From an optimization exercise on the open Yosys and OpenROAD flow, aimed at small area; shortcuts taken in it are not production practice. The RTL was checked by simulation tests, not by an equivalence proof against the original design. The flow treats the clock pin as an ideal source, which a real chip does not have. No activity file was given, so power comes from the tool's default toggle rates.

==> flow/design.v (excerpt) <==
module mips_register_file #(
    parameter int DATA_WIDTH = 32,
    parameter int ADDR_WIDTH = 5
) (
    input  logic                  clk,
    input  logic                  rst_n,
    input  logic [ADDR_WIDTH-1:0] rs,
    input  logic [ADDR_WIDTH-1:0] rt,
    input  logic [ADDR_WIDTH-1:0] rd,
    input  logic                  regWrite,
    input  logic [DATA_WIDTH-1:0] writeData,
    output logic [DATA_WIDTH-1:0] readData1,
    output logic [DATA_WIDTH-1:0] readData2
);
Size in the first run: ~1000 flip-flops, ~110 I/O pins.
clock: 8.0 ns
lec_check: 0
cap_margin: 20
core_margin: 2
core_utilization: 40
slew_margin: 20
synth_hierarchical: 1
synth_minimum_keep_size: 0
standard.sh (not shown) runs the stock make flow with config.mk's settings and CLKGATE_MAP_FILE= SYNTH_SCRIPT=/design/flow/synth_recipe.tcl, a recipe that flattens the netlist after the stock synthesis.
==> flow/flow/run.sh <==
#!/bin/bash
# The standard layout, with two changes: port buffers are the smallest buffer cell, and
# clock tree synthesis uses clkbuf_8 buffers, clusters up to 16 sinks within 80 um and
# inserts no dummy loads.
set -euo pipefail
export BUFFER_PORTS_ARGS="-buffer_cell sky130_fd_sc_hd__buf_1"
export CTS_ARGS="-sink_clustering_enable -repair_clock_nets -sink_clustering_size 16 -sink_clustering_max_diameter 80 -buf_list sky130_fd_sc_hd__clkbuf_8 -dont_use_dummy_load"
bash standard.sh finish > standard.log 2>&1
The baseline finished with timing, DRC and antenna clean.
Change:
==> flow/flow/run.sh (replaced) <==
#!/bin/bash
# The standard layout, with two changes: port buffers are the smallest buffer cell, and
# clock tree synthesis clusters up to 28 sinks within 80 um and inserts no dummy loads.
set -euo pipefail
export BUFFER_PORTS_ARGS="-buffer_cell sky130_fd_sc_hd__buf_1"
export CTS_ARGS="-sink_clustering_enable -repair_clock_nets -sink_clustering_size 28 -sink_clustering_max_diameter 80 -dont_use_dummy_load"
bash standard.sh finish > standard.log 2>&1
=> First-iteration DRC count shrinks by 2.9%; non-clock buffer count is unchanged; power grows by 1.3%.


mips_register_file again, from the RTL that the note above started with.
Design mips_register_file, start of the top module:
module mips_register_file #(
    parameter int DATA_WIDTH = 32,
    parameter int ADDR_WIDTH = 5
) (
    input  logic                  clk,
    input  logic                  rst_n,
    input  logic [ADDR_WIDTH-1:0] rs,
    input  logic [ADDR_WIDTH-1:0] rt,
    input  logic [ADDR_WIDTH-1:0] rd,
    input  logic                  regWrite,
    input  logic [DATA_WIDTH-1:0] writeData,
    output logic [DATA_WIDTH-1:0] readData1,
    output logic [DATA_WIDTH-1:0] readData2
);
Settings: LEC_CHECK=0, CAP_MARGIN=20, CORE_MARGIN=2, CORE_UTILIZATION=40, SLEW_MARGIN=20, SYNTH_HIERARCHICAL=1, SYNTH_MINIMUM_KEEP_SIZE=0; clock period 8.0 ns.
==> flow/flow/run.sh <==
#!/bin/bash
# The standard layout, with three changes: port buffers are the smallest buffer cell; clock
# tree synthesis uses clkbuf_8 buffers, clusters up to 16 sinks within 80 um and inserts no
# dummy loads; and after clock tree synthesis, combinational cells that placement-time repair
# sized up are sized back down wherever slews stay under 0.5 ns and setup slack over 1 ns.
set -euo pipefail
export BUFFER_PORTS_ARGS="-buffer_cell sky130_fd_sc_hd__buf_1"
export CTS_ARGS="-sink_clustering_enable -repair_clock_nets -sink_clustering_size 16 -sink_clustering_max_diameter 80 -buf_list sky130_fd_sc_hd__clkbuf_8 -dont_use_dummy_load"
bash standard.sh cts > standard_cts.log 2>&1
R=orfs/results/sky130hd/mips_register_file/base
cp $R/4_cts.odb $R/4_cts_before_downsize.odb
ODB=$R/4_cts_before_downsize.odb SDC=$R/4_cts.sdc OUT=$R/4_cts.odb SLEW_LIM=0.5 SETUP_LIM=1.0 \
  openroad -threads ${NUM_CORES:-4} -no_init -exit flow/downsize.tcl > downsize.log 2>&1
touch $R/4_cts.odb
bash standard.sh finish > standard.log 2>&1
==> flow/flow/downsize.tcl <==
# Downsize combinational cells whose output load is light, keeping slews and slack safe.
read_liberty $::env(FLOW_HOME)/platforms/sky130hd/lib/sky130_fd_sc_hd__tt_025C_1v80.lib
read_db $::env(ODB)
read_sdc $::env(SDC)
source $::env(FLOW_HOME)/platforms/sky130hd/setRC.tcl
estimate_parasitics -placement
set lib [lindex [get_libs *] 0]
proc area {} { return [sta::format_area [rsz::design_area] 0] }
puts "D: before area [area] slewv [sta::max_slew_violation_count] capv [sta::max_capacitance_violation_count] setup [worst_slack -max] hold [worst_slack -min]"
set n 0
foreach oi [[ord::get_db_block] getInsts] {
  set m [[$oi getMaster] getName]
  set inst [get_cells [$oi getName]]
  if {![regexp {^(sky130_fd_sc_hd__[a-z0-9]+)_([0-9]+)$} $m -> base sz]} continue
  if {$sz <= 1} continue
  if {[regexp {clkbuf|clkinv|df|edf|tap|fill|decap|conb|diode|dly} $base]} continue
  set cands {}
  foreach s {0 1 2 4} { if {$s < $sz && [llength [get_lib_cells -quiet */${base}_$s]]} { lappend cands ${base}_$s } }
  foreach c $cands {
    set name [$oi getName]
    replace_cell $name $c
    set ok 1
    foreach p [get_pins -of_objects $inst -filter "direction==output"] {
      set net [get_nets -of_objects $p]
      foreach q [concat $p [get_pins -of_objects $net -filter "direction==input"]] {
        foreach e {rise fall} { if {[get_property $q slew_max_$e] > $::env(SLEW_LIM)} { set ok 0 } }
      }
    }
    if {$ok && ([sta::max_slew_violation_count] > 0 || [sta::max_capacitance_violation_count] > 0 || [worst_slack -max] < $::env(SETUP_LIM))} { set ok 0 }
    if {$ok} { puts "D: $name $m -> $c"; incr n; break } else { replace_cell $name $m }
  }
}
puts "D: after area [area] slewv [sta::max_slew_violation_count] capv [sta::max_capacitance_violation_count] setup [worst_slack -max] hold [worst_slack -min] changed $n"
if {[info exists ::env(OUT)]} { write_db $::env(OUT) }
The starting point went through all stages and came out clean.
Rerun with:
--- a/flow/flow/run.sh
+++ b/flow/flow/run.sh
@@ -3 +3 @@
-# tree synthesis uses clkbuf_8 buffers, clusters up to 16 sinks within 80 um and inserts no
+# tree synthesis uses clkbuf_8 buffers, clusters up to 17 sinks within 80 um and inserts no
@@ -5 +5 @@
-# sized up are sized back down wherever slews stay under 0.5 ns and setup slack over 1 ns.
+# sized up are sized back down wherever slews stay under 0.8 ns and setup slack over 1 ns.
@@ -8 +8 @@
-export CTS_ARGS="-sink_clustering_enable -repair_clock_nets -sink_clustering_size 16 -sink_clustering_max_diameter 80 -buf_list sky130_fd_sc_hd__clkbuf_8 -dont_use_dummy_load"
+export CTS_ARGS="-sink_clustering_enable -repair_clock_nets -sink_clustering_size 17 -sink_clustering_max_diameter 80 -buf_list sky130_fd_sc_hd__clkbuf_8 -dont_use_dummy_load"
@@ -12 +12 @@
-ODB=$R/4_cts_before_downsize.odb SDC=$R/4_cts.sdc OUT=$R/4_cts.odb SLEW_LIM=0.5 SETUP_LIM=1.0 \
+ODB=$R/4_cts_before_downsize.odb SDC=$R/4_cts.sdc OUT=$R/4_cts.odb SLEW_LIM=0.8 SETUP_LIM=1.0 \
Design area barely changes; sequential power is about the same; worst setup slack loses 0.22 ns; critical path depth rose by 1; maximum frequency came out lower by about 3.5%; utilization goes down by 0.11 points; flip-flop and latch count does not change; via count went down by about 0.46%; global-route usage hardly moves; count of clock-buffer cells in the layout came out lower by 3; total power drops by about 0.65%.

==> separate check: timing with driven ports <==
No port has a modelled driver above. Below, the same layouts with a new extraction and two added sets of constraints.
Step 1 assumes that a clkbuf_16 drives the clock port and a buf_2 every other input.
Step 2, shift: input delay + t, output delay - t, t = (earliest + latest rising clock arrival at the registers) / 2. This alone moves slack from input paths to output paths.
a / b / c = ideal ports / drivers / drivers and shift; a / b = the first two.
run	t (ns)	setup WS [ns]	clock arrival spread, ns	worst data-port slew with drivers (ns)	cell pins on the clock port's net
the first run of note 1	0.778	1.887 / 1.852 / 1.852	0.082 / 0.082	0.12	1
the second run of note 1	0.685	1.870 / 1.833 / 1.833	0.054 / 0.054	0.12	1
the first run of note 2	0.788	1.873 / 1.848 / 1.848	0.084 / 0.084	0.11	1
the second run of note 2	0.780	1.651 / 1.621 / 1.621	0.061 / 0.060	0.14	1
After both steps every run listed still meets setup and hold. The setup slack of the second run of note 1, which loses most, moves by -0.037 ns with the drivers and by -0.037 ns with both steps.
